What follows belongs to an exercise in optimizing a design on an open flow for small area, a short achievable clock period and few clock cycles; a production flow would make more cautious choices. Where RTL was checked, it was by simulation tests only, not by an equivalence proof against the original. The RTL of run 1 was laid out without a check of its function. Power and IR drop assume default switching activity.

==> flow/design.v, too long to show whole: its modules and the start of the top module <==
// module ftdfr_mac: 712 lines
// module force_torque_packet_deframer_core: 197 lines
module force_torque_packet_deframer_core (
  input  logic                     clk_i,
  input  logic                     rst_ni,
  input  logic                     in_valid_i,
  output logic                     in_stall_o,
  input  logic [BYTE_W-1:0]        rx_byte_i,
  output logic                     out_valid_o,
  input  logic                     out_stall_i,
  output logic signed [PROD_W-1:0] force_x_o,
  output logic signed [PROD_W-1:0] force_y_o,
  output logic signed [PROD_W-1:0] force_z_o,
  output logic signed [PROD_W-1:0] torque_x_o,
  output logic signed [PROD_W-1:0] torque_y_o,
  output logic signed [PROD_W-1:0] torque_z_o,
  output logic [SKIP_W-1:0]        skipped_bytes_o,
  input  logic                     cfg_valid_i,
  output logic                     cfg_ready_o,
  input  logic [CFG_IDX_W-1:0]     cfg_index_i,
  input  logic [GAIN_W-1:0]        cfg_data_i
);
  // ...
==> flow/run.sh <==
#!/bin/bash
# synth_recipe.tcl (not shown) runs the flow's synth.tcl, then flattens the netlist and writes it again
# the make line also repeats each setting of config.mk as NAME=value (left out here)
make -C /OpenROAD-flow-scripts/flow DESIGN_CONFIG=/design/flow/config.mk WORK_HOME=/design/flow/orfs CLKGATE_MAP_FILE= SYNTH_SCRIPT=/design/flow/synth_recipe.tcl finish
==> flow/config.mk <==
export PLATFORM = sky130hd
export DESIGN_NAME = force_torque_packet_deframer_core
export DESIGN_NICKNAME = force_torque_packet_deframer_core
export VERILOG_FILES = /design/flow/design.v
export SDC_FILE = /design/flow/constraint.sdc
export NUM_CORES = 4
export LEC_CHECK = 0
export CAP_MARGIN = 20
export CORE_MARGIN = 2
export CORE_UTILIZATION = 40
export SLEW_MARGIN = 20
==> flow/constraint.sdc <==
create_clock -name core_clock -period 11.0 [get_ports {clk_i}]
set_input_delay 2.2000 -clock core_clock [delete_from_list [all_inputs] [get_ports {clk_i}]]
set_output_delay 2.2000 -clock core_clock [all_outputs]
set_load 0.01 [all_outputs]
==> impl_metrics.toml, run 1 <==
[yosys]
synth_seq_area_share = 0.5251
yosysWarningCount = 2
synth_most_common_cell = "edfxtp_1"
synth_compound_gate_area_share = 0.09177
ys_types = 77
ys_ff_latch = 572
synthTopCellsByCount = "edfxtp_1 (352), inv_1 (234), xnor2_1 (177), fa_1 (175), dfxtp_1 (127)"
synth.largest_area_cell = "edfxtp_1"
syn-mean-instance-area_um2 = 12.84

[cts]
root_buffer = "clkbuf_16"

[pwr]
maxPowerGroup = "registers"
p_int_mw = 3.599
p_clk_mw = 2.04

[cells_and_area]
multi_input_area_mm2 = 0.01275
nMultiInputCombCells = 1386
final_cells = 3691
nClkBuffers = 71
drive_gt1_frac = 0.1072
top_register = "res_q"
area_growth_pct = 23.97

[detailed_routing]
maxUsedRoutingLayer = "met4"
wl_met1_mm = 34.85

[sta]
hold_violations = 0
final.min_clock_period_ps = 4348

[global_routing]
grt_pass1_vias = 18804
grt_pass1_wl_mm = 115.0

[floorplan]
coreArea_mm2 = 0.07296

[worst_setup_path]
slowest_delay_ps = 950

[placement]
dp.cells = 3577

[outcome]
status = "finished clean"
==> module force_torque_packet_deframer_core, before the edit <==
module force_torque_packet_deframer_core (
  input  logic                     clk_i,
  input  logic                     rst_ni,
  input  logic                     in_valid_i,
  output logic                     in_stall_o,
  input  logic [BYTE_W-1:0]        rx_byte_i,
  output logic                     out_valid_o,
  input  logic                     out_stall_i,
  output logic signed [PROD_W-1:0] force_x_o,
  output logic signed [PROD_W-1:0] force_y_o,
  output logic signed [PROD_W-1:0] force_z_o,
  output logic signed [PROD_W-1:0] torque_x_o,
  output logic signed [PROD_W-1:0] torque_y_o,
  output logic signed [PROD_W-1:0] torque_z_o,
  output logic [SKIP_W-1:0]        skipped_bytes_o,
  input  logic                     cfg_valid_i,
  output logic                     cfg_ready_o,
  input  logic [CFG_IDX_W-1:0]     cfg_index_i,
  input  logic [GAIN_W-1:0]        cfg_data_i
);
  localparam logic [1:0] PH_HUNT = 2'd0, PH_ZERO = 2'd1, PH_PACKET = 2'd2;
  logic [GAIN_W-1:0] force_gain_q, torque_gain_q;
  assign cfg_ready_o = 1'b1;
  always_ff @(posedge clk_i or negedge rst_ni) begin
    if (!rst_ni) begin
      force_gain_q  <= FORCE_GAIN_RST;
      torque_gain_q <= TORQUE_GAIN_RST;
    end else if (cfg_valid_i) begin
      if (cfg_index_i == CFG_FORCE_GAIN)  force_gain_q  <= cfg_data_i;
      if (cfg_index_i == CFG_TORQUE_GAIN) torque_gain_q <= cfg_data_i;
    end
  end
  logic              tk_q;
  logic              stall_q;
  logic              accept;
  logic              is00_q, is17_q;
  logic [3:0]        one_q, two_q, neg_q;
  logic              b7_q;
  logic [3:0]        one_d, two_d, neg_d;
  logic [8:0]        bx;
  assign in_stall_o = stall_q;
  assign accept     = in_valid_i && !stall_q;
  assign bx = {rx_byte_i, 1'b0};
  always_comb begin
    for (int i = 0; i < 4; i++) begin
      one_d[i] = bx[2*i+1] ^ bx[2*i];
      two_d[i] = (bx[2*i+2] && !bx[2*i+1] && !bx[2*i]) || (!bx[2*i+2] && bx[2*i+1] && bx[2*i]);
      neg_d[i] = bx[2*i+2];
    end
  end
  always_ff @(posedge clk_i) begin
    is00_q <= (rx_byte_i == SYNC_FIRST);
    is17_q <= (rx_byte_i == SYNC_SECOND);
  end
  logic [1:0]  phase_q, phase_d;
  logic [4:0]  pos_q, pos_d;           
  logic [SKIP_W-1:0] skip_q, skip_d;
  logic [1:0]  skip_inc;
  logic [SKIP_W:0] skip_sum;
  logic        pkt_end;
  logic        out_valid_q, out_valid_d;
  logic        stall_d;
  logic        step_q, first_q, torque_q;
  logic        infield_d, first_d;
  logic        is00, is17;
  assign is00 = is00_q;
  assign is17 = is17_q;
  always_comb begin
    phase_d  = phase_q;
    pos_d    = pos_q;
    skip_inc = 2'd0;
    pkt_end  = 1'b0;
    if (tk_q) begin
      case (phase_q)
        PH_PACKET: begin
          if (pos_q == 5'(PACKET_BYTES - 1)) begin
            pkt_end = 1'b1;
            phase_d = PH_HUNT;
          end
          pos_d = pos_q + 5'd1;
        end
        PH_ZERO: begin
          if (is17) begin
            phase_d = PH_PACKET;
            pos_d   = 5'd2;
          end else if (is00) begin
            skip_inc = 2'd1;
          end else begin
            skip_inc = 2'd2;
            phase_d  = PH_HUNT;
          end
        end
        default: begin
          if (is00) begin
            phase_d = PH_ZERO;
          end else begin
            skip_inc = 2'd1;
          end
        end
      endcase
    end
    skip_sum = {1'b0, skip_q} + (SKIP_W + 1)'(skip_inc);
    skip_d   = skip_sum[SKIP_W] ? '1 : skip_sum[SKIP_W-1:0];
    if (pkt_end) skip_d = '0;
    out_valid_d = pkt_end || (out_valid_q && out_stall_i);
    stall_d = out_valid_d && (phase_d == PH_PACKET) && (pos_d >= 5'(FIELD_FIRST + 1));
    infield_d = (phase_d == PH_PACKET) && (pos_d >= 5'd4) && (pos_d <= 5'd21);
    first_d   = (phase_d == PH_PACKET) &&
                (pos_d == 5'd4 || pos_d == 5'd7 || pos_d == 5'd10 ||
                 pos_d == 5'd13 || pos_d == 5'd16 || pos_d == 5'd19);
  end
  always_ff @(posedge clk_i or negedge rst_ni) begin
    if (!rst_ni) begin
      tk_q        <= 1'b0;
      stall_q     <= 1'b0;
      phase_q     <= PH_HUNT;
      pos_q       <= '0;
      skip_q      <= '0;
      out_valid_q <= 1'b0;
      step_q      <= 1'b0;
      first_q     <= 1'b0;
      torque_q    <= 1'b0;
    end else begin
      tk_q        <= accept;
      stall_q     <= stall_d;
      phase_q     <= phase_d;
      pos_q       <= pos_d;
      skip_q      <= skip_d;
      out_valid_q <= out_valid_d;
      step_q      <= accept && infield_d;
      first_q     <= accept && first_d;
      torque_q    <= (pos_d >= 5'd13);
    end
  end
  always_ff @(posedge clk_i) begin
    one_q <= (accept && infield_d) ? one_d : 4'd0;
    two_q <= (accept && infield_d) ? two_d : 4'd0;
    neg_q <= (accept && infield_d) ? neg_d : 4'd0;
    b7_q  <= accept && infield_d && !first_d && rx_byte_i[7];
  end
  localparam logic [PROD_W-1:0] ACC_INIT = 56'hFFFEAAAAAC0000;
  logic [PROD_W-1:0] acc_s_q, acc_c_q;
  logic [PROD_W-1:0] base_s, base_c;
  logic [PROD_W-1:0] mac_s, mac_c;
  logic [GAIN_W-1:0] gain;
  assign gain = torque_q ? torque_gain_q : force_gain_q;
  always_comb begin
    if (first_q) begin
      base_s = '0;
      base_c = ACC_INIT;
    end else if (step_q) begin
      base_s = {acc_s_q[PROD_W-9:0], 8'd0};
      base_c = {acc_c_q[PROD_W-9:0], 8'd0};
    end else begin
      base_s = acc_s_q;
      base_c = acc_c_q;
    end
  end
  ftdfr_mac u_mac (
    .bs_i  (base_s),
    .bc_i  (base_c),
    .one_i (one_q),
    .two_i (two_q),
    .neg_i (neg_q),
    .b7_i  (b7_q),
    .stp_i (step_q),
    .g_i   (gain),
    .s_o   (mac_s),
    .c_o   (mac_c)
  );
  always_ff @(posedge clk_i) begin
    acc_s_q <= mac_s;
    acc_c_q <= mac_c;
  end
  logic [PROD_W-1:0] prod;
  logic [PROD_W-1:0] res_q [FIELD_COUNT];
  logic [SKIP_W-1:0] res_skip_q;
  assign prod = acc_s_q + acc_c_q;
  always_ff @(posedge clk_i) begin
    for (int i = 0; i < FIELD_COUNT; i++) begin
      if (phase_q == PH_PACKET && pos_q == 5'(FIELD_FIRST + FIELD_BYTES * (i + 1))) begin
        res_q[i] <= prod;
      end
    end
    if (pkt_end) begin
      res_skip_q <= skip_q;
    end
  end
  assign out_valid_o     = out_valid_q;
  assign force_x_o       = res_q[0];
  assign force_y_o       = res_q[1];
  assign force_z_o       = res_q[2];
  assign torque_x_o      = res_q[3];
  assign torque_y_o      = res_q[4];
  assign torque_z_o      = res_q[5];
  assign skipped_bytes_o = res_skip_q;
endmodule
==> run 2: changes to the inputs <==
--- a/flow/design.v
+++ b/flow/design.v
@@ -22,2 +22,380 @@
 `default_nettype none
+module ftdfr_cpa (
+  input  logic [55:0] a_i,
+  input  logic [55:0] b_i,
+  output logic [55:0] sum_o
+);
+  wire [55:0] g0 = a_i & b_i;
+  wire [55:0] p0 = a_i ^ b_i;
+  wire gg0 = g0[1] | (p0[1] & g0[0]);
+  wire pp0 = p0[1] & p0[0];
+  wire gg1 = g0[3] | (p0[3] & g0[2]);
+  wire pp1 = p0[3] & p0[2];
+  wire gg2 = g0[5] | (p0[5] & g0[4]);
+  wire pp2 = p0[5] & p0[4];
+  wire gg3 = g0[7] | (p0[7] & g0[6]);
+  wire pp3 = p0[7] & p0[6];
+  wire gg4 = g0[9] | (p0[9] & g0[8]);
+  wire pp4 = p0[9] & p0[8];
+  wire gg5 = g0[11] | (p0[11] & g0[10]);
+  wire pp5 = p0[11] & p0[10];
+  wire gg6 = g0[13] | (p0[13] & g0[12]);
+  wire pp6 = p0[13] & p0[12];
+  wire gg7 = g0[15] | (p0[15] & g0[14]);
+  wire pp7 = p0[15] & p0[14];
+  wire gg8 = g0[17] | (p0[17] & g0[16]);
+  wire pp8 = p0[17] & p0[16];
+  wire gg9 = g0[19] | (p0[19] & g0[18]);
+  wire pp9 = p0[19] & p0[18];
+  wire gg10 = g0[21] | (p0[21] & g0[20]);
+  wire pp10 = p0[21] & p0[20];
+  wire gg11 = g0[23] | (p0[23] & g0[22]);
+  wire pp11 = p0[23] & p0[22];
+  wire gg12 = g0[25] | (p0[25] & g0[24]);
+  wire pp12 = p0[25] & p0[24];
+  wire gg13 = g0[27] | (p0[27] & g0[26]);
+  wire pp13 = p0[27] & p0[26];
+  wire gg14 = g0[29] | (p0[29] & g0[28]);
+  wire pp14 = p0[29] & p0[28];
+  wire gg15 = g0[31] | (p0[31] & g0[30]);
+  wire pp15 = p0[31] & p0[30];
+  wire gg16 = g0[33] | (p0[33] & g0[32]);
+  wire pp16 = p0[33] & p0[32];
+  wire gg17 = g0[35] | (p0[35] & g0[34]);
+  wire pp17 = p0[35] & p0[34];
+  wire gg18 = g0[37] | (p0[37] & g0[36]);
+  wire pp18 = p0[37] & p0[36];
+  wire gg19 = g0[39] | (p0[39] & g0[38]);
+  wire pp19 = p0[39] & p0[38];
+  wire gg20 = g0[41] | (p0[41] & g0[40]);
+  wire pp20 = p0[41] & p0[40];
+  wire gg21 = g0[43] | (p0[43] & g0[42]);
+  wire pp21 = p0[43] & p0[42];
+  wire gg22 = g0[45] | (p0[45] & g0[44]);
+  wire pp22 = p0[45] & p0[44];
+  wire gg23 = g0[47] | (p0[47] & g0[46]);
+  wire pp23 = p0[47] & p0[46];
+  wire gg24 = g0[49] | (p0[49] & g0[48]);
+  wire pp24 = p0[49] & p0[48];
+  wire gg25 = g0[51] | (p0[51] & g0[50]);
+  wire pp25 = p0[51] & p0[50];
+  wire gg26 = g0[53] | (p0[53] & g0[52]);
+  wire pp26 = p0[53] & p0[52];
+  wire gg27 = g0[55] | (p0[55] & g0[54]);
+  wire pp27 = p0[55] & p0[54];
+  wire gg28 = g0[2] | (p0[2] & gg0);
+  wire pp28 = p0[2] & pp0;
+  wire gg29 = gg1 | (pp1 & gg0);
+  wire pp29 = pp1 & pp0;
+  wire gg30 = g0[6] | (p0[6] & gg2);
+  wire pp30 = p0[6] & pp2;
+  wire gg31 = gg3 | (pp3 & gg2);
+  wire pp31 = pp3 & pp2;
+  wire gg32 = g0[10] | (p0[10] & gg4);
+  wire pp32 = p0[10] & pp4;
+  wire gg33 = gg5 | (pp5 & gg4);
+  wire pp33 = pp5 & pp4;
+  wire gg34 = g0[14] | (p0[14] & gg6);
+  wire pp34 = p0[14] & pp6;
+  wire gg35 = gg7 | (pp7 & gg6);
+  wire pp35 = pp7 & pp6;
+  wire gg36 = g0[18] | (p0[18] & gg8);
+  wire pp36 = p0[18] & pp8;
+  wire gg37 = gg9 | (pp9 & gg8);
+  wire pp37 = pp9 & pp8;
+  wire gg38 = g0[22] | (p0[22] & gg10);
+  wire pp38 = p0[22] & pp10;
+  wire gg39 = gg11 | (pp11 & gg10);
+  wire pp39 = pp11 & pp10;
+  wire gg40 = g0[26] | (p0[26] & gg12);
+  wire pp40 = p0[26] & pp12;
+  wire gg41 = gg13 | (pp13 & gg12);
+  wire pp41 = pp13 & pp12;
+  wire gg42 = g0[30] | (p0[30] & gg14);
+  wire pp42 = p0[30] & pp14;
+  wire gg43 = gg15 | (pp15 & gg14);
+  wire pp43 = pp15 & pp14;
+  wire gg44 = g0[34] | (p0[34] & gg16);
+  wire pp44 = p0[34] & pp16;
+  wire gg45 = gg17 | (pp17 & gg16);
+  wire pp45 = pp17 & pp16;
+  wire gg46 = g0[38] | (p0[38] & gg18);
+  wire pp46 = p0[38] & pp18;
+  wire gg47 = gg19 | (pp19 & gg18);
+  wire pp47 = pp19 & pp18;
+  wire gg48 = g0[42] | (p0[42] & gg20);
+  wire pp48 = p0[42] & pp20;
+  wire gg49 = gg21 | (pp21 & gg20);
+  wire pp49 = pp21 & pp20;
+  wire gg50 = g0[46] | (p0[46] & gg22);
+  wire pp50 = p0[46] & pp22;
+  wire gg51 = gg23 | (pp23 & gg22);
+  wire pp51 = pp23 & pp22;
+  wire gg52 = g0[50] | (p0[50] & gg24);
+  wire pp52 = p0[50] & pp24;
+  wire gg53 = gg25 | (pp25 & gg24);
+  wire pp53 = pp25 & pp24;
+  wire gg54 = g0[54] | (p0[54] & gg26);
+  wire pp54 = p0[54] & pp26;
+  wire gg55 = gg27 | (pp27 & gg26);
+  wire pp55 = pp27 & pp26;
+  wire gg56 = g0[4] | (p0[4] & gg29);
+  wire pp56 = p0[4] & pp29;
+  wire gg57 = gg2 | (pp2 & gg29);
+  wire pp57 = pp2 & pp29;
+  wire gg58 = gg30 | (pp30 & gg29);
+  wire pp58 = pp30 & pp29;
+  wire gg59 = gg31 | (pp31 & gg29);
+  wire pp59 = pp31 & pp29;
+  wire gg60 = g0[12] | (p0[12] & gg33);
+  wire pp60 = p0[12] & pp33;
+  wire gg61 = gg6 | (pp6 & gg33);
+  wire pp61 = pp6 & pp33;
+  wire gg62 = gg34 | (pp34 & gg33);
+  wire pp62 = pp34 & pp33;
+  wire gg63 = gg35 | (pp35 & gg33);
+  wire pp63 = pp35 & pp33;
+  wire gg64 = g0[20] | (p0[20] & gg37);
+  wire pp64 = p0[20] & pp37;
+  wire gg65 = gg10 | (pp10 & gg37);
+  wire pp65 = pp10 & pp37;
+  wire gg66 = gg38 | (pp38 & gg37);
+  wire pp66 = pp38 & pp37;
+  wire gg67 = gg39 | (pp39 & gg37);
+  wire pp67 = pp39 & pp37;
+  wire gg68 = g0[28] | (p0[28] & gg41);
+  wire pp68 = p0[28] & pp41;
+  wire gg69 = gg14 | (pp14 & gg41);
+  wire pp69 = pp14 & pp41;
+  wire gg70 = gg42 | (pp42 & gg41);
+  wire pp70 = pp42 & pp41;
+  wire gg71 = gg43 | (pp43 & gg41);
+  wire pp71 = pp43 & pp41;
+  wire gg72 = g0[36] | (p0[36] & gg45);
+  wire pp72 = p0[36] & pp45;
+  wire gg73 = gg18 | (pp18 & gg45);
+  wire pp73 = pp18 & pp45;
+  wire gg74 = gg46 | (pp46 & gg45);
+  wire pp74 = pp46 & pp45;
+  wire gg75 = gg47 | (pp47 & gg45);
+  wire pp75 = pp47 & pp45;
+  wire gg76 = g0[44] | (p0[44] & gg49);
+  wire pp76 = p0[44] & pp49;
+  wire gg77 = gg22 | (pp22 & gg49);
+  wire pp77 = pp22 & pp49;
+  wire gg78 = gg50 | (pp50 & gg49);
+  wire pp78 = pp50 & pp49;
+  wire gg79 = gg51 | (pp51 & gg49);
+  wire pp79 = pp51 & pp49;
+  wire gg80 = g0[52] | (p0[52] & gg53);
+  wire pp80 = p0[52] & pp53;
+  wire gg81 = gg26 | (pp26 & gg53);
+  wire pp81 = pp26 & pp53;
+  wire gg82 = gg54 | (pp54 & gg53);
+  wire pp82 = pp54 & pp53;
+  wire gg83 = gg55 | (pp55 & gg53);
+  wire pp83 = pp55 & pp53;
+  wire gg84 = g0[8] | (p0[8] & gg59);
+  wire pp84 = p0[8] & pp59;
+  wire gg85 = gg4 | (pp4 & gg59);
+  wire pp85 = pp4 & pp59;
+  wire gg86 = gg32 | (pp32 & gg59);
+  wire pp86 = pp32 & pp59;
+  wire gg87 = gg33 | (pp33 & gg59);
+  wire pp87 = pp33 & pp59;
+  wire gg88 = gg60 | (pp60 & gg59);
+  wire pp88 = pp60 & pp59;
+  wire gg89 = gg61 | (pp61 & gg59);
+  wire pp89 = pp61 & pp59;
+  wire gg90 = gg62 | (pp62 & gg59);
+  wire pp90 = pp62 & pp59;
+  wire gg91 = gg63 | (pp63 & gg59);
+  wire pp91 = pp63 & pp59;
+  wire gg92 = g0[24] | (p0[24] & gg67);
+  wire pp92 = p0[24] & pp67;
+  wire gg93 = gg12 | (pp12 & gg67);
+  wire pp93 = pp12 & pp67;
+  wire gg94 = gg40 | (pp40 & gg67);
+  wire pp94 = pp40 & pp67;
+  wire gg95 = gg41 | (pp41 & gg67);
+  wire pp95 = pp41 & pp67;
+  wire gg96 = gg68 | (pp68 & gg67);
+  wire pp96 = pp68 & pp67;
+  wire gg97 = gg69 | (pp69 & gg67);
+  wire pp97 = pp69 & pp67;
+  wire gg98 = gg70 | (pp70 & gg67);
+  wire pp98 = pp70 & pp67;
+  wire gg99 = gg71 | (pp71 & gg67);
+  wire pp99 = pp71 & pp67;
+  wire gg100 = g0[40] | (p0[40] & gg75);
+  wire pp100 = p0[40] & pp75;
+  wire gg101 = gg20 | (pp20 & gg75);
+  wire pp101 = pp20 & pp75;
+  wire gg102 = gg48 | (pp48 & gg75);
+  wire pp102 = pp48 & pp75;
+  wire gg103 = gg49 | (pp49 & gg75);
+  wire pp103 = pp49 & pp75;
+  wire gg104 = gg76 | (pp76 & gg75);
+  wire pp104 = pp76 & pp75;
+  wire gg105 = gg77 | (pp77 & gg75);
+  wire pp105 = pp77 & pp75;
+  wire gg106 = gg78 | (pp78 & gg75);
+  wire pp106 = pp78 & pp75;
+  wire gg107 = gg79 | (pp79 & gg75);
+  wire pp107 = pp79 & pp75;
+  wire gg108 = g0[16] | (p0[16] & gg91);
+  wire pp108 = p0[16] & pp91;
+  wire gg109 = gg8 | (pp8 & gg91);
+  wire pp109 = pp8 & pp91;
+  wire gg110 = gg36 | (pp36 & gg91);
+  wire pp110 = pp36 & pp91;
+  wire gg111 = gg37 | (pp37 & gg91);
+  wire pp111 = pp37 & pp91;
+  wire gg112 = gg64 | (pp64 & gg91);
+  wire pp112 = pp64 & pp91;
+  wire gg113 = gg65 | (pp65 & gg91);
+  wire pp113 = pp65 & pp91;
+  wire gg114 = gg66 | (pp66 & gg91);
+  wire pp114 = pp66 & pp91;
+  wire gg115 = gg67 | (pp67 & gg91);
+  wire pp115 = pp67 & pp91;
+  wire gg116 = gg92 | (pp92 & gg91);
+  wire pp116 = pp92 & pp91;
+  wire gg117 = gg93 | (pp93 & gg91);
+  wire pp117 = pp93 & pp91;
+  wire gg118 = gg94 | (pp94 & gg91);
+  wire pp118 = pp94 & pp91;
+  wire gg119 = gg95 | (pp95 & gg91);
+  wire pp119 = pp95 & pp91;
+  wire gg120 = gg96 | (pp96 & gg91);
+  wire pp120 = pp96 & pp91;
+  wire gg121 = gg97 | (pp97 & gg91);
+  wire pp121 = pp97 & pp91;
+  wire gg122 = gg98 | (pp98 & gg91);
+  wire pp122 = pp98 & pp91;
+  wire gg123 = gg99 | (pp99 & gg91);
+  wire pp123 = pp99 & pp91;
+  wire gg124 = g0[48] | (p0[48] & gg107);
+  wire pp124 = p0[48] & pp107;
+  wire gg125 = gg24 | (pp24 & gg107);
+  wire pp125 = pp24 & pp107;
+  wire gg126 = gg52 | (pp52 & gg107);
+  wire pp126 = pp52 & pp107;
+  wire gg127 = gg53 | (pp53 & gg107);
+  wire pp127 = pp53 & pp107;
+  wire gg128 = gg80 | (pp80 & gg107);
+  wire pp128 = pp80 & pp107;
+  wire gg129 = gg81 | (pp81 & gg107);
+  wire pp129 = pp81 & pp107;
+  wire gg130 = gg82 | (pp82 & gg107);
+  wire pp130 = pp82 & pp107;
+  wire gg131 = gg83 | (pp83 & gg107);
+  wire pp131 = pp83 & pp107;
+  wire gg132 = g0[32] | (p0[32] & gg123);
+  wire pp132 = p0[32] & pp123;
+  wire gg133 = gg16 | (pp16 & gg123);
+  wire pp133 = pp16 & pp123;
+  wire gg134 = gg44 | (pp44 & gg123);
+  wire pp134 = pp44 & pp123;
+  wire gg135 = gg45 | (pp45 & gg123);
+  wire pp135 = pp45 & pp123;
+  wire gg136 = gg72 | (pp72 & gg123);
+  wire pp136 = pp72 & pp123;
+  wire gg137 = gg73 | (pp73 & gg123);
+  wire pp137 = pp73 & pp123;
+  wire gg138 = gg74 | (pp74 & gg123);
+  wire pp138 = pp74 & pp123;
+  wire gg139 = gg75 | (pp75 & gg123);
+  wire pp139 = pp75 & pp123;
+  wire gg140 = gg100 | (pp100 & gg123);
+  wire pp140 = pp100 & pp123;
+  wire gg141 = gg101 | (pp101 & gg123);
+  wire pp141 = pp101 & pp123;
+  wire gg142 = gg102 | (pp102 & gg123);
+  wire pp142 = pp102 & pp123;
+  wire gg143 = gg103 | (pp103 & gg123);
+  wire pp143 = pp103 & pp123;
+  wire gg144 = gg104 | (pp104 & gg123);
+  wire pp144 = pp104 & pp123;
+  wire gg145 = gg105 | (pp105 & gg123);
+  wire pp145 = pp105 & pp123;
+  wire gg146 = gg106 | (pp106 & gg123);
+  wire pp146 = pp106 & pp123;
+  wire gg147 = gg107 | (pp107 & gg123);
+  wire pp147 = pp107 & pp123;
+  wire gg148 = gg124 | (pp124 & gg123);
+  wire pp148 = pp124 & pp123;
+  wire gg149 = gg125 | (pp125 & gg123);
+  wire pp149 = pp125 & pp123;
+  wire gg150 = gg126 | (pp126 & gg123);
+  wire pp150 = pp126 & pp123;
+  wire gg151 = gg127 | (pp127 & gg123);
+  wire pp151 = pp127 & pp123;
+  wire gg152 = gg128 | (pp128 & gg123);
+  wire pp152 = pp128 & pp123;
+  wire gg153 = gg129 | (pp129 & gg123);
+  wire pp153 = pp129 & pp123;
+  wire gg154 = gg130 | (pp130 & gg123);
+  wire pp154 = pp130 & pp123;
+  wire gg155 = gg131 | (pp131 & gg123);
+  wire pp155 = pp131 & pp123;
+  assign sum_o[0] = p0[0];
+  assign sum_o[1] = p0[1] ^ g0[0];
+  assign sum_o[2] = p0[2] ^ gg0;
+  assign sum_o[3] = p0[3] ^ gg28;
+  assign sum_o[4] = p0[4] ^ gg29;
+  assign sum_o[5] = p0[5] ^ gg56;
+  assign sum_o[6] = p0[6] ^ gg57;
+  assign sum_o[7] = p0[7] ^ gg58;
+  assign sum_o[8] = p0[8] ^ gg59;
+  assign sum_o[9] = p0[9] ^ gg84;
+  assign sum_o[10] = p0[10] ^ gg85;
+  assign sum_o[11] = p0[11] ^ gg86;
+  assign sum_o[12] = p0[12] ^ gg87;
+  assign sum_o[13] = p0[13] ^ gg88;
+  assign sum_o[14] = p0[14] ^ gg89;
+  assign sum_o[15] = p0[15] ^ gg90;
+  assign sum_o[16] = p0[16] ^ gg91;
+  assign sum_o[17] = p0[17] ^ gg108;
+  assign sum_o[18] = p0[18] ^ gg109;
+  assign sum_o[19] = p0[19] ^ gg110;
+  assign sum_o[20] = p0[20] ^ gg111;
+  assign sum_o[21] = p0[21] ^ gg112;
+  assign sum_o[22] = p0[22] ^ gg113;
+  assign sum_o[23] = p0[23] ^ gg114;
+  assign sum_o[24] = p0[24] ^ gg115;
+  assign sum_o[25] = p0[25] ^ gg116;
+  assign sum_o[26] = p0[26] ^ gg117;
+  assign sum_o[27] = p0[27] ^ gg118;
+  assign sum_o[28] = p0[28] ^ gg119;
+  assign sum_o[29] = p0[29] ^ gg120;
+  assign sum_o[30] = p0[30] ^ gg121;
+  assign sum_o[31] = p0[31] ^ gg122;
+  assign sum_o[32] = p0[32] ^ gg123;
+  assign sum_o[33] = p0[33] ^ gg132;
+  assign sum_o[34] = p0[34] ^ gg133;
+  assign sum_o[35] = p0[35] ^ gg134;
+  assign sum_o[36] = p0[36] ^ gg135;
+  assign sum_o[37] = p0[37] ^ gg136;
+  assign sum_o[38] = p0[38] ^ gg137;
+  assign sum_o[39] = p0[39] ^ gg138;
+  assign sum_o[40] = p0[40] ^ gg139;
+  assign sum_o[41] = p0[41] ^ gg140;
+  assign sum_o[42] = p0[42] ^ gg141;
+  assign sum_o[43] = p0[43] ^ gg142;
+  assign sum_o[44] = p0[44] ^ gg143;
+  assign sum_o[45] = p0[45] ^ gg144;
+  assign sum_o[46] = p0[46] ^ gg145;
+  assign sum_o[47] = p0[47] ^ gg146;
+  assign sum_o[48] = p0[48] ^ gg147;
+  assign sum_o[49] = p0[49] ^ gg148;
+  assign sum_o[50] = p0[50] ^ gg149;
+  assign sum_o[51] = p0[51] ^ gg150;
+  assign sum_o[52] = p0[52] ^ gg151;
+  assign sum_o[53] = p0[53] ^ gg152;
+  assign sum_o[54] = p0[54] ^ gg153;
+  assign sum_o[55] = p0[55] ^ gg154;
+endmodule
+`default_nettype wire
+`default_nettype none
 module ftdfr_mac (
@@ -914,3 +1292,7 @@
   logic [SKIP_W-1:0] res_skip_q;
-  assign prod = acc_s_q + acc_c_q;
+  ftdfr_cpa u_cpa (
+    .a_i   (acc_s_q),
+    .b_i   (acc_c_q),
+    .sum_o (prod)
+  );
   always_ff @(posedge clk_i) begin
==> impl_metrics.toml, run 2 <==
[outcome]
status = "finished clean"

[yosys]
synth_top_family_by_area = "adder cells"
synth.cell_area_mm2 = 0.02863
synthAdderAreaFrac = 0.1604
synth_simple_gate_area_frac = 0.06224
synth_xor_area_frac = 0.05752
synth_seq_area_share = 0.5402
synth_edf_count = 352
synth_most_common_cell = "edfxtp_1"
synth_mux_area_frac = 0.06263
yosysWarningCount = 2
yosys_most_used_dff = "edfxtp_1"
synthArstFlopShare = 0.1626
ys_types = 71
synthTopCellsByCount = "edfxtp_1 (352), inv_1 (245), fa_1 (180), xnor2_1 (168), dfxtp_1 (127)"
synth_area_leaders = "edfxtp_1 (37%), fa_1 (13%), dfxtp_1 (8.9%)"
syn_inst = 2158
synth_compound_gate_area_share = 0.07277
ys_ff_latch = 572
synth_nets = 2464
synth_top_area_share = 0.3692
syn-mean-instance-area_um2 = 13.27
synth.largest_area_cell = "edfxtp_1"

[worst_setup_path]
cp.required_ps = 11470
crit_fanout = 49
end_kind = "register"
path_class = "register to register"
regToRegSetupSlack_ps = 7160
worstReg2RegStart = "step_q$_DFF_PN0_"
worst_r2r_endpoint = "acc_c_q[9]$_DFF_P_"
reg2reg_depth = 10
start_kind = "register"
cp.arrival_ps = 4310

[global_routing]
antenna_found_initial = 0
grt.overflow.total = 0
grt_max_degree = 75
grt_pass1_vias = 17948
grt_pass1_wl_mm = 111.3
track_usage = 0.1961

[sta]
slew_headroom = 0.3323
report.final.slew_viol_count = 0
whs_ps = 471.4
setup-violations-final = 0
fin_tns_setup_ps = 0
max_freq_ghz = 0.2607
final.min_clock_period_ps = 3836
fin_ws_ps = 7164
rsz0062_at_grt = "no"
worst_pin_slew_ps = 1000
period_share = 0.3487
fin_skew_ps = 61.59
hold_violations = 0

[hold_path]
hold_path.class = "register to register"
min_path_cells = 0
min_from = "skip_q[0]$_DFF_PN0_"
holdPathEnd = "res_skip_q[0]$_DFFE_PP_"

[placement]
gp_congestion = 0.8584
port_buffers = 400
place_ws_ps = 7171
dp_hpwl_mm = 54.26

[detailed_routing]
drc_errors = 0
vias_per_cell = 5.015
drt-total-wl_mm = 73.24
ant_nets = 0
vias = 17863
firstDrtPassIters = 5
drt_iter0_markers = 1482
post_drt_wl_per_cell_um = 20.56

[floorplan]
die_h_um = 271.5
rows = 98
ios = 402
chipWidth_um = 271.5
start_util = 0.4025
die-area_mm2 = 0.07372
coreArea_mm2 = 0.07112

[flow_run]
drv_cap = 0

[cells_and_area]
layout_common_cells = "clkdlybuf4s50_1 (399), edfxtp_1 (352), inv_1 (245)"
final_core_util = 0.5029
mostFrequentLayoutCell = "clkdlybuf4s50_1"
antenna_cells = 0
top_regs = "res_q (336), acc_c_q (56), acc_s_q (56)"
nFillCells = 6184
drive_gt1_frac = 0.1106
largest_register_ffs = 336
area_growth_pct = 24.93
nets = 2866
top_register = "res_q"

[cts]
clkTransAtPathRegs_ps = 60
cts_tree = "done"
numCtsBuffers = 60
insertion_delay_ps = 650
postCtsSetupRepairBufs = 0
cts-hold-fix-buffers = 0
clock-sinks = 572
cts_resized = 0
root_buffer = "clkbuf_16"
clk_path_buf_depth = 3
cts.htree.levels = 2

[pwr]
p_leak_nw = 13.50
power.density_mw_per_mm2 = 157.3
ir_worst_vdd_mv = 0.1218
==> run 2: power breakdown <==
group          total [mW]  internal [mW]  switching (mW)
registers            2.72           2.57           0.146
logic               0.862          0.324           0.538
clock network        2.05           1.18           0.867
total                5.63           4.08            1.55
==> run 2: per-layer routing <==
| layer | vias to the layer above | global-route usage | share of wire |
|---|---|---|---|
| met5 | - | 0 | 0 |
| met4 | 0 | 0.05147 | 0.022 |
| met3 | 94 | 0.03521 | 0.062 |
| met2 | 569 | 0.3035 | 0.46 |
| met1 | 8963 | 0.2849 | 0.46 |
| li1 | 8237 | - | - |
==> run 2: cell families after synthesis <==
group / count (synthesis)
multiplexers: 167
XOR/XNOR: 188
flip-flops: 572
adder cells (fa/ha/maj): 259
AO/OA/AOI/OAI: 293
AND/OR/NAND/NOR: 344
other: 1
buffers and inverters: 334
==> run 2: layout make-up <==
class | instances | area [um^2] | area share
clock buffer | 70 | 1549 | 0.04331
clock inverter | 44 | 478.0 | 0.01336
inverter | 247 | 927.1 | 0.02592
multi-input combinational | 1252 | 11950 | 0.3340
sequential | 572 | 15470 | 0.4326
tap | 950 | 1189 | 0.03324
timing repair buffer | 427 | 4204 | 0.1176
==> run 2: through the flow <==
| step | total power, mW | std cells | area, um^2 |
|---|---|---|---|
| finish | 5.627 | 3562 | 35760 |
| global route | 5.891 | 3562 | 35760 |
| CTS | 5.691 | 3562 | 35760 |
| detailed placement | 3.628 | 3448 | 33730 |
| global placement | 3.597 | 3448 | 33730 |
| floorplan | 3.292 | 2158 | 28630 |
==> run 2: how the worst max path moves through the flow <==
stage                                  endpoint  slack (ps)                   start
after floorplan           res_q[3][0]$_DFFE_PP_        3810    phase_q[0]$_DFF_PN0_
after global placement      two_q[0]$_SDFF_PN0_        7210              in_valid_i
after detailed placement           b7_q$_DFF_P_        7170              in_valid_i
after CTS                        torque_y_o[40]        7130  res_q[4][40]$_DFFE_PP_
after global routing         acc_c_q[9]$_DFF_P_        6940        step_q$_DFF_PN0_
final                        acc_c_q[9]$_DFF_P_        7160        step_q$_DFF_PN0_
==> run 2: critical path: stages, from the launching register on <==
cell and delay (ps):
dfrtp_4 720, buf_4 380, nor2_1 650, nand2_1 180, fa_1 430, inv_1 80
fa_1 160, inv_1 50, fa_1 480, inv_1 50, fa_1 440
Testbench counts of run 2, summed over its fixed seeds: cycles 31,381.
==> run 3: changes to the inputs <==
==> flow/flow/run.sh (new file) <==
#!/bin/bash
# The standard layout (the standard.sh: ORFS synthesis to finish), with two
# changes to how the layout is made, none to the constraints:
#  - the port buffers are buf_2 cells instead of the delay buffer buffer_ports
#    picks on its own (every port still gets its own buffer);
set -euo pipefail
export BUFFER_PORTS_ARGS="-buffer_cell sky130_fd_sc_hd__buf_2"
export SETUP_SLACK_MARGIN=7.4
bash standard.sh > flow_run.log 2>&1
test -s out/final.def
==> flow/standard.sh (new file) <==
#!/bin/bash
# synth_recipe.tcl (not shown) runs the flow's synth.tcl, then flattens the netlist and writes it again
# the make line also repeats each setting of config.mk as NAME=value (left out here)
make -C /OpenROAD-flow-scripts/flow DESIGN_CONFIG=/design/flow/config.mk WORK_HOME=/design/flow/orfs CLKGATE_MAP_FILE= SYNTH_SCRIPT=/design/flow/synth_recipe.tcl "${@:-finish}"
removed: flow/run.sh
==> impl_metrics.toml, run 3 <==
[floorplan]
chipWidth_um = 271.5
start_util = 0.4025
die-area_mm2 = 0.07372
ios = 402
coreArea_mm2 = 0.07112
rows = 98
die_h_um = 271.5

[yosys]
synthArstFlopShare = 0.1626
ys_types = 71
synth_edf_count = 352
synth_most_common_cell = "edfxtp_1"
synth_area_leaders = "edfxtp_1 (37%), fa_1 (13%), dfxtp_1 (8.9%)"
synth_nets = 2464
syn_inst = 2158
synth_seq_area_share = 0.5402
synth.largest_area_cell = "edfxtp_1"
synth_top_area_share = 0.3692
yosysWarningCount = 2
synthTopCellsByCount = "edfxtp_1 (352), inv_1 (245), fa_1 (180), xnor2_1 (168), dfxtp_1 (127)"
yosys_most_used_dff = "edfxtp_1"
syn-mean-instance-area_um2 = 13.27
synth.cell_area_mm2 = 0.02863
ys_ff_latch = 572

[cells_and_area]
final_cells = 3565
nets = 2869
top_register = "res_q"
nFillCells = 6315
multi_input_area_mm2 = 0.01206
mostFrequentLayoutCell = "buf_2"
antenna_cells = 0
fin_area_mm2 = 0.03401
area_growth_pct = 18.81
top_regs = "res_q (336), acc_c_q (56), acc_s_q (56)"
layout_common_cells = "buf_2 (399), edfxtp_1 (352), inv_1 (245)"
largest_register_ffs = 336
regArea_mm2 = 0.01547
drive_gt1_frac = 0.2711

[detailed_routing]
ant_nets = 0
vias_per_cell = 5.009
drc_errors = 0
post_drt_wl_per_cell_um = 20.13
drt-total-wl_mm = 71.76
vias = 17856
drt_iter0_markers = 1373
firstDrtPassIters = 6

[sta]
whs_ps = 477.6
worst_pin_slew_ps = 1068
rsz0062_at_grt = "no"
fin_tns_setup_ps = 0
fin_skew_ps = 64.08
hold_violations = 0
setup-violations-final = 0
max_freq_ghz = 0.2881
report.final.slew_viol_count = 0
period_share = 0.3155
final.min_clock_period_ps = 3471
slew_headroom = 0.2880

[global_routing]
grt_max_degree = 74
grt_pass1_vias = 17901
antenna_found_initial = 6
grt.overflow.total = 0
track_usage = 0.1914
grt_pass1_wl_mm = 108.8

[worst_setup_path]
cp.arrival_ps = 3950
slowest_stage = "fa_1"
path_class = "register to register"
cp_common_cell = "fa_1"
path_cells = "buf_12 -> mux2_2 -> a22oi_1 -> xnor2_1 -> fa_1 -> fa_1 -> fa_1 -> inv_1 -> fa_1"
end_kind = "register"
crit_fanout = 32
cp.required_ps = 11480
start_kind = "register"
regToRegSetupSlack_ps = 7530
slowest_delay_ps = 500

[placement]
dpl-instance-area_mm2 = 0.03176
gp_congestion = 0.8462
port_buffers = 400
dp_hpwl_mm = 51.86
dp.cells = 3446

[flow_run]
drv_cap = 0

[cts]
clkTransAtPathRegs_ps = 60
cts-hold-fix-buffers = 0
cts.htree.levels = 2
cts_tree = "done"
clk_path_buf_depth = 3
root_buffer = "clkbuf_16"
clock-sinks = 572
insertion_delay_ps = 660
numCtsBuffers = 60

[pwr]
ir_worst_vdd_mv = 0.1447
power.density_mw_per_mm2 = 166.8
p_leak_nw = 13.61

[outcome]
status = "finished clean"

[hold_path]
hold_path.class = "register to register"
run 3: layout make-up:
| class | instances | area share |
|---|---|---|
| clock buffer | 70 | 0.04525 |
| timing repair buffer | 430 | 0.06721 |
| inverter | 247 | 0.02733 |
| multi-input combinational | 1252 | 0.3545 |
| tap | 950 | 0.03495 |
| sequential | 572 | 0.4550 |
| clock inverter | 44 | 0.01578 |
run 3: cells by family after synthesis:
family | synth area share
flip-flops | 0.5402
AND/OR/NAND/NOR | 0.06224
buffers and inverters | 0.04410
AO/OA/AOI/OAI | 0.07277
adder cells (fa/ha/maj) | 0.1604
XOR/XNOR | 0.05752
multiplexers | 0.06263
other | 0.0001310
run 3: report_power, final:
group	internal, mW	total [mW]	switching, mW	leakage, nW
Combinational	0.324	0.863	0.539	7.29
Sequential	2.57	2.72	0.145	5.34
Clock	1.21	2.09	0.886	0.989
Total	4.10	5.67	1.57	13.6
run 3: path summary, 6_finish.rpt:
kind | start | cells past startpoint | to
worst max-delay path | torque_q$_DFF_PN0_ | 9 | acc_c_q[10]$_DFF_P_
worst min-delay path | skip_q[0]$_DFF_PN0_ | 0 | res_skip_q[0]$_DFFE_PP_
worst max register to register | torque_q$_DFF_PN0_ | 9 | acc_c_q[10]$_DFF_P_
worst min register to register | skip_q[0]$_DFF_PN0_ | 0 | res_skip_q[0]$_DFFE_PP_
max in group asynchronous | rst_ni | 2 | step_q$_DFF_PN0_
min in group asynchronous | rst_ni | 1 | torque_gain_q[0]$_DFFE_PN0P_
run 3: repair_timing:
item,CTS,global route
pin swaps,1,1
resized for setup,9,17
buffers inserted,4,1
setup endpoints to repair,82,60
run 3: critical path: cells and delay by family, from the launching register on:
| kind | cells | cell delay, ps |
|---|---|---|
| multiplexers | 1 | 470 |
| adder cells (fa/ha/maj) | 4 | 1800 |
| buffers and inverters | 2 | 280 |
| XOR/XNOR | 1 | 120 |
| AO/OA/AOI/OAI | 1 | 240 |
| flip-flops | 1 | 370 |
run 3: metrics by stage:
step	power [mW]	setup slack [ps]	util
after floorplan	3.292	6568	-
after global placement	3.578	6795	0.4465
after detailed placement	3.613	6751	0.4465
after CTS	5.729	7442	0.4769
after global routing	5.946	7400	0.4782
final	5.672	7529	0.4782
run 3: per-layer routing:
| layer | track usage | part of all wire | vias up |
|---|---|---|---|
| li1 | - | - | 8245 |
| met1 | 0.2737 | 0.45 | 8947 |
| met2 | 0.3001 | 0.46 | 554 |
| met3 | 0.03830 | 0.063 | 98 |
| met4 | 0.04627 | 0.021 | 12 |
| met5 | 0 | 0.0010 | - |
==> run 4: changes to the inputs <==
==> flow/flow/run.sh (replaced) <==
#!/bin/bash
# The standard layout (the standard.sh: ORFS synthesis to finish), with two
# changes to how the layout is made, none to the constraints:
#  - the port buffers are buf_1 cells instead of the delay buffer buffer_ports
#    picks on its own (every port still gets its own buffer);
set -euo pipefail
export BUFFER_PORTS_ARGS="-buffer_cell sky130_fd_sc_hd__buf_1"
export SETUP_SLACK_MARGIN=7.7
bash standard.sh > flow_run.log 2>&1
test -s out/final.def
==> impl_metrics.toml, run 4 <==
[cells_and_area]
area_growth_pct = 26.73
fin_area_mm2 = 0.03628
layout_common_cells = "edfxtp_1 (352), clkbuf_2 (237), inv_1 (194)"
largest_register_ffs = 336
nets = 2945
antenna_cells = 0
nFillCells = 6083
mostFrequentLayoutCell = "edfxtp_1"
top_regs = "res_q (336), acc_c_q (56), acc_s_q (56)"
top_register = "res_q"
drive_gt1_frac = 0.3819

[yosys]
syn_inst = 2158
synth_seq_area_share = 0.5402
synth_top_area_share = 0.3692
synthTopCellsByCount = "edfxtp_1 (352), inv_1 (245), fa_1 (180), xnor2_1 (168), dfxtp_1 (127)"
synth.cell_area_mm2 = 0.02863
synth_edf_count = 352
ys_types = 71
synthArstFlopShare = 0.1626
yosys_most_used_dff = "edfxtp_1"
syn-mean-instance-area_um2 = 13.27
yosysWarningCount = 2
synth.largest_area_cell = "edfxtp_1"
synth_area_leaders = "edfxtp_1 (37%), fa_1 (13%), dfxtp_1 (8.9%)"
synth_nets = 2464
ys_ff_latch = 572
synth_most_common_cell = "edfxtp_1"

[floorplan]
ios = 402
die-area_mm2 = 0.07372
die_h_um = 271.5
chipWidth_um = 271.5
rows = 98
coreArea_mm2 = 0.07112
start_util = 0.4025

[sta]
hold_violations = 0
report.final.slew_viol_count = 0
rsz0062_at_grt = "yes"
whs_ps = 465.1
worst_pin_slew_ps = 1052
max_freq_ghz = 0.2912
slew_headroom = 0.2984
final.min_clock_period_ps = 3434
fin_skew_ps = 41.45
setup-violations-final = 0
period_share = 0.3122
fin_tns_setup_ps = 0

[cts]
insertion_delay_ps = 640
numCtsBuffers = 58
root_buffer = "clkbuf_16"
clock-sinks = 572
cts-hold-fix-buffers = 0
cts_tree = "done"
cts.htree.levels = 2
clk_path_buf_depth = 3
clkTransAtPathRegs_ps = 60

[worst_setup_path]
end_kind = "register"
path_class = "register to register"
slowest_delay_ps = 510
crit_cells = 13
cp.arrival_ps = 4020
start_kind = "register"
reg2reg_depth = 13
path_delay_family = "adder cells"
path_cells = "buf_8 -> buf_16 -> mux2_4 -> buf_6 -> buf_6 -> a22oi_2 -> xnor2_2 -> fa_2 -> inv_2 -> fa_2 -> fa_1 -> inv_2 -> fa_2"
cp_common_cell = "fa_2"
crit_fanout = 6
path_buf_inv = 6
cp.required_ps = 11590
slowest_stage = "fa_2"

[hold_path]
min_path_cells = 0
hold_path.class = "register to register"

[pwr]
total_power_mw = 5.803
p_leak_nw = 14.39
ir_worst_vdd_mv = 0.1111
power.density_mw_per_mm2 = 160.0

[global_routing]
track_usage = 0.2043
grt.overflow.total = 0
antenna_found_initial = 4
grt_max_degree = 71
grt_pass1_wl_mm = 115.7
grt_pass1_vias = 18899

[detailed_routing]
post_drt_wl_per_cell_um = 21.21
firstDrtPassIters = 5
ant_nets = 0
drt-total-wl_mm = 77.20
vias = 18496
vias_per_cell = 5.083
drc_errors = 0
drt_iter0_markers = 1551

[outcome]
status = "finished clean"

[flow_run]
drv_cap = 0

[placement]
gp_congestion = 0.8571
port_buffers = 400
dpl-instance-area_mm2 = 0.03125
dp_hpwl_mm = 52.44
==> run 4: changes by cell type in the layout (fill, tap and decap cells not counted), moves of 96 or more <==
cell and change:
a22oi_1 -96, clkbuf_2 +237, fa_1 -100, fa_2 +100, a22oi_2 +96, buf_2 -329
==> run 4: cell families (layout without fill, tap and decap cells) <==
logic type               Yosys count  after routing  share of synthesized area
other                              1              1                  0.0001310
buffers and inverters            334            855                    0.04410
multiplexers                     167            177                    0.06263
adder cells (fa/ha/maj)          259            259                     0.1604
flip-flops                       572            572                     0.5402
AO/OA/AOI/OAI                    293            293                    0.07277
AND/OR/NAND/NOR                  344            344                    0.06224
XOR/XNOR                         188            188                    0.05752
==> run 4: per-layer routing <==
metal,track usage,wire length [um]
met5,0,49
met3,0.04157,4804
met2,0.3279,35950
met4,0.05046,2047
met1,0.2849,34350
==> run 4: worst reg2reg max path, stage by stage (launching register included) <==
cell and delay, ps:
dfrtp_2 440, buf_8 160, buf_16 150, mux2_4 350, buf_6 130, buf_6 110, a22oi_2 220, xnor2_2 140
fa_2 220, inv_2 50, fa_2 360, fa_1 500, inv_2 40, fa_2 510
==> run 4: stage by stage <==
step                utilization  instances  setup WS, ps
floorplan                     -       2158          7535
global placement         0.4394       3444          6780
detailed placement       0.4394       3444          6793
CTS                      0.4948       3624          7562
global route             0.5101       3639          7486
finish                   0.5101       3639          7566
==> run 4: layout make-up <==
cell class / instances / area (um^2) / area share
Tap cell: 950 / 1189 / 0.03277
Clock buffer: 74 / 1597 / 0.04401
Sequential cell: 572 / 15480 / 0.4266
Inverter: 247 / 929.6 / 0.02563
Clock inverter: 36 / 386.6 / 0.01066
Multi-Input combinational cell: 1262 / 13740 / 0.3788
Timing Repair Buffer: 498 / 2958 / 0.08153
==> run 4: path summary, 6_finish.rpt <==
path                                          start                             to  slack [ps]
worst max-delay path             torque_q$_DFF_PN0_            acc_c_q[34]$_DFF_P_        7570
worst min-delay path            skip_q[0]$_DFF_PN0_        res_skip_q[0]$_DFFE_PP_         470
worst max register to register   torque_q$_DFF_PN0_            acc_c_q[34]$_DFF_P_        7570
max in group asynchronous                    rst_ni               step_q$_DFF_PN0_        8230
worst min register to register  skip_q[0]$_DFF_PN0_        res_skip_q[0]$_DFFE_PP_         470
min in group asynchronous                    rst_ni  torque_gain_q[21]$_DFFE_PN0P_        1600
==> run 4: where the power goes <==
part           switching, mW  internal, mW
registers              0.169          2.57
clock network          0.846          1.17
logic                  0.608         0.436
==> run 4: what timing repair did <==
action,in CTS,in global routing
pin swaps,134,116
gates cloned,14,2
endpoints found under the setup margin,590,600
resized for setup,363,393
setup buffers,56,13
==> run 5: changes to the inputs <==
--- a/flow/config.mk
+++ b/flow/config.mk
@@ -10,2 +10,3 @@
 export CORE_UTILIZATION = 40
+export CTS_BUF_LIST = sky130_fd_sc_hd__clkbuf_8
 export SLEW_MARGIN = 20
==> impl_metrics.toml, run 5 <==
[outcome]
status = "finished clean"

[detailed_routing]
vias = 18695
ant_nets = 0
firstDrtPassIters = 6
vias_per_cell = 5.057
post_drt_wl_per_cell_um = 21.11
drc_errors = 0
drt_iter0_markers = 1589
drt-total-wl_mm = 78.05

[flow_run]
drv_cap = 0

[cells_and_area]
regArea_mm2 = 0.01548
area_growth_pct = 26.87
layout_common_cells = "edfxtp_1 (352), clkbuf_2 (234), inv_1 (222)"
mostFrequentLayoutCell = "edfxtp_1"
nFillCells = 6068
top_register = "res_q"
multi_input_area_mm2 = 0.01379
drive_gt1_frac = 0.3886
top_regs = "res_q (336), acc_c_q (56), acc_s_q (56)"
final_cells = 3697
largest_register_ffs = 336
nets = 2975

[worst_setup_path]
path_class = "register to output port"
end_kind = "output port"
start_kind = "register"
slowest_delay_ps = 400
path_delay_family = "flip-flops"
path_cells = "clkbuf_2"
cp.required_ps = 8800
slowest_stage = "edfxtp_1"
crit_fanout = 1
cp.arrival_ps = 1260
path_buf_inv = 1

[pwr]
p_leak_nw = 14.49
ir_worst_vdd_mv = 0.07670
power.density_mw_per_mm2 = 158.6

[hold_path]
hold_path.class = "register to register"

[yosys]
synthTopCellsByCount = "edfxtp_1 (352), inv_1 (245), fa_1 (180), xnor2_1 (168), dfxtp_1 (127)"
yosysWarningCount = 2
ys_types = 71
synth_edf_count = 352
synth_area_leaders = "edfxtp_1 (37%), fa_1 (13%), dfxtp_1 (8.9%)"
synth_top_area_share = 0.3692
syn_inst = 2158
synth.largest_area_cell = "edfxtp_1"
synth_most_common_cell = "edfxtp_1"
synthArstFlopShare = 0.1626
synth_seq_area_share = 0.5402
ys_ff_latch = 572
yosys_most_used_dff = "edfxtp_1"
synth.cell_area_mm2 = 0.02863
syn-mean-instance-area_um2 = 13.27
synth_nets = 2464

[cts]
clk_path_buf_depth = 3
cts.htree.levels = 3
insertion_delay_ps = 720
root_buffer = "clkbuf_8"
numCtsBuffers = 94
clkTransAtPathRegs_ps = 60
clock-sinks = 572
cts_tree = "done"

[sta]
worst_pin_slew_ps = 1067
fin_tns_setup_ps = 0
slew_headroom = 0.2876
max_freq_ghz = 0.2889
period_share = 0.3146
final.min_clock_period_ps = 3461
rsz0062_at_grt = "yes"
setup-violations-final = 0
hold_violations = 0
report.final.slew_viol_count = 0
fin_skew_ps = 39.06

[placement]
dp.cells = 3444
gp_congestion = 0.8571
port_buffers = 400
dp_hpwl_mm = 52.44

[floorplan]
start_util = 0.4025
rows = 98
die-area_mm2 = 0.07372
ios = 402
chipWidth_um = 271.5
coreArea_mm2 = 0.07112
die_h_um = 271.5

[global_routing]
track_usage = 0.2053
grt_max_degree = 71
antenna_found_initial = 5
grt.overflow.total = 0
grt_pass1_vias = 18994
grt_pass1_wl_mm = 115.6
## run 5: cell counts after synthesis
No cell type changed its count.
## run 5: stage by stage
| step | setup WS [ps] | utilization | instance area [um^2] | hold slack (ps) | power, mW |
|---|---|---|---|---|---|
| 2_1_floorplan | 7535 | - | 28710 | 423.1 | 3.292 |
| 3_3_place_gp | 6780 | 0.4394 | 31250 | 446.1 | 3.574 |
| 3_5_place_dp | 6793 | 0.4394 | 31250 | 450.5 | 3.612 |
| 4_1_cts | 7456 | 0.4909 | 34910 | 466.1 | 5.733 |
| 5_1_grt | 7463 | 0.5107 | 36320 | 474.3 | 6.043 |
| 6_report | 7539 | 0.5107 | 36320 | 464.4 | 5.761 |
## run 5: worst paths after layout
| kind | from | to | slack [ps] | cells after the start |
|---|---|---|---|---|
| min reg2reg | skip_q[0]$_DFF_PN0_ | res_skip_q[0]$_DFFE_PP_ | 460 | 0 |
| min in group asynchronous | rst_ni | force_gain_q[10]$_DFFE_PN0P_ | 1540 | 1 |
| max reg2reg | torque_q$_DFF_PN0_ | acc_c_q[30]$_DFF_P_ | 7590 | 12 |
| min | skip_q[0]$_DFF_PN0_ | res_skip_q[0]$_DFFE_PP_ | 460 | 0 |
| max in group asynchronous | rst_ni | first_q$_DFF_PN0_ | 8320 | 2 |
| max | res_q[5][37]$_DFFE_PP_ | torque_z_o[37] | 7540 | 1 |
## run 5: routing by layer
metal	GRT usage	routed length, um	up-vias
met5	0	49	-
met4	0.07447	2352	8
met3	0.04706	5313	132
met2	0.3202	35970	680
met1	0.2811	34370	9368
li1	-	-	8507
## run 5: where the power goes
| part | internal, mW | leakage, nW | switching [mW] |
|---|---|---|---|
| registers | 2.57 | 5.34 | 0.170 |
| clock network | 1.10 | 1.13 | 0.896 |
| logic | 0.420 | 8.02 | 0.601 |
## run 5: cells by family after synthesis
kind of cell             after synthesis  share of synthesized area
flip-flops                           572                     0.5402
other                                  1                  0.0001310
AND/OR/NAND/NOR                      344                    0.06224
AO/OA/AOI/OAI                        293                    0.07277
buffers and inverters                334                    0.04410
XOR/XNOR                             188                    0.05752
multiplexers                         167                    0.06263
adder cells (fa/ha/maj)              259                     0.1604
## run 5: area by class of cell
| cell class | count | share of cell area |
|---|---|---|
| Multi-Input combinational cell | 1265 | 0.3798 |
| Sequential cell | 572 | 0.4262 |
| Timing Repair Buffer | 489 | 0.07951 |
| Inverter | 247 | 0.02567 |
| Clock inverter | 72 | 0.01774 |
| Tap cell | 950 | 0.03273 |
| Clock buffer | 101 | 0.03828 |
| Antenna cell | 1 | 0.00006890 |
## run 5: repair_timing
| item | CTS | global route |
|---|---|---|
| hold buffers | 0 | 0 |
| endpoints found under the setup margin | 602 | 578 |
| pin swaps | 100 | 136 |
| cloned | 15 | 5 |
| gates resized for setup | 310 | 449 |
| setup buffers | 33 | 26 |
==> run 6: changes to the inputs <==
==> flow/flow/run.sh (replaced) <==
#!/bin/bash
# The standard layout (the standard.sh), with these changes to how the
# layout is made, none to the design's registers or the constraints:
#  - after the standard synthesis, polarity.py re-polarises the full adders
#    (a full adder is self-dual) to drop most inverters between them; the
#    registers and all other cells stay as synthesis made them;
#  - the port buffers are buf_1 cells instead of the delay buffer that
#    buffer_ports picks on its own (every port still gets its own buffer);
set -euo pipefail
export BUFFER_PORTS_ARGS="-buffer_cell sky130_fd_sc_hd__buf_1"
export SETUP_SLACK_MARGIN=7.45
RES=orfs/results/${FLOW_PLATFORM}/force_torque_packet_deframer_core/base
bash standard.sh synth > flow_synth.log 2>&1
cp $RES/1_2_yosys.v flow_synth_netlist.v
python3 flow/polarity.py flow_synth_netlist.v $RES/1_2_yosys.v > flow_polarity.log 2>&1
rm -f $RES/1_synth.odb $RES/1_synth.sdc
bash standard.sh > flow_layout.log 2>&1
test -s out/final.def
==> flow/flow/polarity.py (new file) <==
#!/usr/bin/env python3
"""Re-polarise full adders in a Yosys gate netlist to remove inverters.

A full adder is self-dual: fa(~a, ~b, ~c) = (~sum, ~cout). For each fa cell we
may choose to feed it the complements of its inputs, in which case its outputs
carry the complements of what they carried. Inverters (inv_N) between cells are
dissolved into (signal, phase) pairs; after choosing each adder's polarity to
need as few complemented signals as possible, one inverter is rebuilt for each
signal that some pin needs in the phase its driver does not give. Registers and
every other cell are left exactly as they are.

usage: polarity.py IN.v OUT.v
"""
import re, sys, random, collections

src = open(sys.argv[1]).read()
OUTPINS = {"X", "Y", "Q", "Q_N", "COUT", "SUM", "HI", "LO", "GCLK"}
inst_re = re.compile(r"^  (sky130_fd_sc_hd__\w+) (\S+) +\((.*?)\n  \);\n", re.S | re.M)
pin_re = re.compile(r"\.(\w+)\((.*?)\)(?:,|\s*$)", re.M)

insts = []
for m in inst_re.finditer(src):
    typ, name, body = m.group(1), m.group(2), m.group(3)
    pins = [(p, n.strip()) for p, n in pin_re.findall(body)]
    insts.append([typ, name, pins, m.start(), m.end()])

ports = set()
for m in re.finditer(r"^\s*(input|output|inout)\s+(?:\[(\d+):(\d+)\]\s+)?(\S+);", src, re.M):
    _, hi, lo, nm = m.groups()
    if hi is None:
        ports.add(nm)
    else:
        for i in range(min(int(hi), int(lo)), max(int(hi), int(lo)) + 1):
            ports.add(f"{nm}[{i}]")

def is_inv(t):
    return re.fullmatch(r"sky130_fd_sc_hd__inv_\d+", t) is not None
def is_fa(t):
    return re.fullmatch(r"sky130_fd_sc_hd__fa_\d+", t) is not None

driver = {}
for idx, (typ, name, pins, _, _) in enumerate(insts):
    for p, n in pins:
        if p in OUTPINS:
            driver[n] = (idx, p)

# removable inverters: output is not a port
removable = set()
for idx, (typ, name, pins, _, _) in enumerate(insts):
    if is_inv(typ):
        d = dict(pins)
        if d["Y"] not in ports and not d["A"].startswith("1'"):
            removable.add(idx)

memo = {}
def root(n):
    if n in memo:
        return memo[n]
    d = driver.get(n)
    if d is not None and d[0] in removable:
        a = dict(insts[d[0]][2])["A"]
        r, ph = root(a)
        res = (r, ph ^ 1)
    else:
        res = (n, 0)
    memo[n] = res
    return res

fas = [i for i, it in enumerate(insts) if is_fa(it[0])]
frozen = set()
for i in fas:
    for p, n in insts[i][2]:
        if p in OUTPINS and n in ports:
            frozen.add(i)
pol = {i: 0 for i in fas}
root_drv_fa = {}
for i in fas:
    for p, n in insts[i][2]:
        if p in OUTPINS:
            root_drv_fa[n] = i

# consumer pins: (inst idx, pin, root, phase)
cons = []
for idx, (typ, name, pins, _, _) in enumerate(insts):
    if idx in removable:
        continue
    for p, n in pins:
        if p in OUTPINS or n.startswith("1'"):
            continue
        r, ph = root(n)
        cons.append((idx, p, r, ph))
# output ports are consumers too (phase 0 of their own net's root)
port_need = []
for n in ports:
    if n in driver and driver[n][0] in removable:
        pass  # kept inverter drives it (not removable), can't happen
need = collections.defaultdict(lambda: [0, 0])
by_fa_in = collections.defaultdict(list)
def need_phase(c):
    idx, p, r, ph = c
    return ph ^ pol[idx] if idx in pol else ph
for c in cons:
    need[c[2]][need_phase(c)] += 1
    if c[0] in pol:
        by_fa_in[c[0]].append(c)
def dpol(r):
    i = root_drv_fa.get(r)
    return pol[i] if i is not None else 0
def cost_r(r):
    return 1 if need[r][1 - dpol(r)] > 0 else 0
fa_out_roots = {i: [n for p, n in insts[i][2] if p in OUTPINS] for i in fas}
def flip(i):
    for c in by_fa_in[i]:
        need[c[2]][need_phase(c)] -= 1
    pol[i] ^= 1
    for c in by_fa_in[i]:
        need[c[2]][need_phase(c)] += 1
def local_roots(i):
    return set(c[2] for c in by_fa_in[i]) | set(fa_out_roots[i])
total = sum(cost_r(r) for r in list(need.keys()))
print("inverters before", len(removable), "needed at start", total, file=sys.stderr)
random.seed(1)
improved = True
rounds = 0
while improved and rounds < 100:
    improved = False
    rounds += 1
    order = [i for i in fas if i not in frozen]
    random.shuffle(order)
    for i in order:
        rs = local_roots(i)
        before = sum(cost_r(r) for r in rs)
        flip(i)
        after = sum(cost_r(r) for r in rs)
        if after < before:
            improved = True
        else:
            flip(i)
total = sum(cost_r(r) for r in list(need.keys()))
print("needed after", total, "flipped", sum(pol.values()), file=sys.stderr)

# rebuild
def esc(n):
    return n + " " if n.startswith("\\") else n
newinv = {}
new_wires = []
new_cells = []
cnt = 0
def phys(r, ph):
    global cnt
    if ph == dpol(r):
        return r
    if r not in newinv:
        w = f"_pol{cnt}_"
        cnt += 1
        newinv[r] = w
        new_wires.append(w)
        new_cells.append(f"  sky130_fd_sc_hd__inv_1 _polinv{cnt}_ (\n    .A({esc(r)}),\n    .Y({w})\n  );\n")
    return newinv[r]
repl = {}
for c in cons:
    idx, p, r, ph = c
    repl[(idx, p)] = phys(r, need_phase(c))
out = []
pos = 0
for idx, (typ, name, pins, s, e) in enumerate(insts):
    out.append(src[pos:s])
    pos = e
    if idx in removable:
        continue
    body = ",\n".join(f"    .{p}({esc(repl.get((idx, p), n))})" for p, n in pins)
    out.append(f"  {typ} {name} (\n{body}\n  );\n")
out.append(src[pos:])
res = "".join(out)
k = res.rindex("endmodule")
res = res[:k] + "".join(new_cells) + res[k:]
# declare new wires after the module header
k = res.index(";\n", res.index("module ")) + 2
res = res[:k] + "".join(f"  wire {w};\n" for w in new_wires) + res[k:]
open(sys.argv[2], "w").write(res)
print("inverters after", len(new_cells) + 0, file=sys.stderr)
--- a/flow/config.mk
+++ b/flow/config.mk
@@ -10,3 +10,2 @@
 export CORE_UTILIZATION = 40
-export CTS_BUF_LIST = sky130_fd_sc_hd__clkbuf_8
 export SLEW_MARGIN = 20
==> impl_metrics.toml, run 6 <==
[cells_and_area]
top_regs = "res_q (336), acc_c_q (56), acc_s_q (56)"
top_register = "res_q"
nFillCells = 6235
largest_register_ffs = 336
area_growth_pct = 18.06
drive_gt1_frac = 0.1339
nets = 2704
regArea_mm2 = 0.01548
mostFrequentLayoutCell = "buf_1"
multi_input_area_mm2 = 0.01221
layout_common_cells = "buf_1 (399), edfxtp_1 (352), fa_1 (173)"
antenna_cells = 0

[worst_setup_path]
end_kind = "register"
cp.required_ps = 11490
reg2reg_depth = 10
worstReg2RegStart = "torque_q$_DFF_PN0_"
crit_fanout = 9
worst_r2r_endpoint = "acc_c_q[9]$_DFF_P_"
path_class = "register to register"
cp.arrival_ps = 3990
start_kind = "register"
regToRegSetupSlack_ps = 7500
crit_start = "torque_q$_DFF_PN0_"

[cts]
clk_path_buf_depth = 3
cts.htree.levels = 2
numCtsBuffers = 60
cts_tree = "done"
clkTransAtPathRegs_ps = 60
insertion_delay_ps = 660
root_buffer = "clkbuf_16"
cts-hold-fix-buffers = 0
clock-sinks = 572

[sta]
rsz0062_at_grt = "yes"
fin_ws_ps = 7496
fin_skew_ps = 51.59
period_share = 0.3186
slew_headroom = 0.3886
max_freq_ghz = 0.2854
hold_violations = 0
fin_tns_setup_ps = 0
report.final.slew_viol_count = 0
final.min_clock_period_ps = 3504
whs_ps = 473.2
setup-violations-final = 0
worst_pin_slew_ps = 914.1

[yosys]
synth_nets = 2299
syn_inst = 1993
yosysWarningCount = 2
synth.cell_area_mm2 = 0.02801
syn-mean-instance-area_um2 = 14.05

[detailed_routing]
firstDrtPassIters = 6
drt-total-wl_mm = 71.95
post_drt_wl_per_cell_um = 21.23
vias_per_cell = 5.151
ant_nets = 0
drt_iter0_markers = 1469
drc_errors = 0
vias = 17456

[floorplan]
chipWidth_um = 268.6
die-area_mm2 = 0.07215
start_util = 0.4020
coreArea_mm2 = 0.06966
die_h_um = 268.6
rows = 97
ios = 402

[pwr]
power.density_mw_per_mm2 = 171.3
ir_worst_vdd_mv = 0.1307
p_leak_nw = 12.44

[placement]
place_ws_ps = 6618
port_buffers = 400
gp_congestion = 0.8764
dp_hpwl_mm = 52.06

[global_routing]
track_usage = 0.1946
grt_pass1_wl_mm = 107.2
antenna_found_initial = 4
grt_pass1_vias = 17424
grt.overflow.total = 0
grt_max_degree = 61

[outcome]
status = "finished clean"

[hold_path]
min_path_cells = 0
hold_path.class = "register to register"
min_from = "skip_q[0]$_DFF_PN0_"
holdPathEnd = "res_skip_q[0]$_DFFE_PP_"

[flow_run]
drv_cap = 0
## run 6: worst max-delay path by stage
| stage | to | slack, ps | cells after the start |
|---|---|---|---|
| 2_1_floorplan | res_q[3][0]$_DFFE_PP_ | 6570 | 4 |
| 3_3_place_gp | acc_c_q[9]$_DFF_P_ | 6700 | 7 |
| 3_5_place_dp | acc_c_q[9]$_DFF_P_ | 6620 | 7 |
| 4_1_cts | acc_c_q[9]$_DFF_P_ | 7390 | 8 |
| 5_1_grt | acc_c_q[15]$_DFF_P_ | 7410 | 9 |
| 6_report | acc_c_q[9]$_DFF_P_ | 7500 | 10 |
## run 6: what timing repair did
| item | 4_1_cts | 5_1_grt |
|---|---|---|
| resized for setup | 17 | 46 |
| pin swaps | 1 | 0 |
| cloned | 0 | 2 |
| setup endpoints to repair | 155 | 116 |
| setup buffers | 4 | 2 |
## run 6: metal layers
metal / track usage / wire length [um] / vias to the layer above
met5: 0 / 51 / -
met4: 0.04520 / 1280 / 8
met3: 0.04384 / 4905 / 79
met2: 0.3029 / 33290 / 552
met1: 0.2777 / 32420 / 8893
li1: - / - / 7924
## run 6: stage by stage
stage	power, mW	std cells	area, um^2	util
2_1_floorplan	3.297	1993	28030	-
3_3_place_gp	3.588	3268	30600	0.4392
3_5_place_dp	3.623	3268	30600	0.4392
4_1_cts	5.709	3385	32770	0.4703
5_1_grt	5.939	3389	33060	0.4746
6_report	5.664	3389	33060	0.4746
## run 6: where the power goes
group / switching, mW / leakage, nW / internal [mW]
combinational: 0.545 / 6.14 / 0.339
clock: 0.881 / 0.973 / 1.19
sequential: 0.145 / 5.34 / 2.57
total: 1.57 / 12.4 / 4.09
## run 6: area by class of cell
class | count | share of cell area
repair buffers | 430 | 0.05585
well taps | 940 | 0.03557
multi-input cells | 1252 | 0.3691
clock buffers | 67 | 0.04651
inverters | 82 | 0.009460
clock inverters | 46 | 0.01529
flip-flops and latches | 572 | 0.4682
## run 6: critical path, stage by stage (launching register included)
cell and delay, ps:
dfrtp_2 440, buf_12 140, clkbuf_16 160, mux2_4 380, a22oi_2 220, xnor2_1 120
fa_1 560, inv_1 60, fa_1 370, fa_1 410, fa_1 480

Setup slack of run 6, layout unchanged: 7.496 ns with ideal ports, 7.496 ns with driving cells assumed (clock clkbuf_16, inputs buf_2), 7.496 ns with port delays also shifted by the 0.694 ns mid clock arrival.
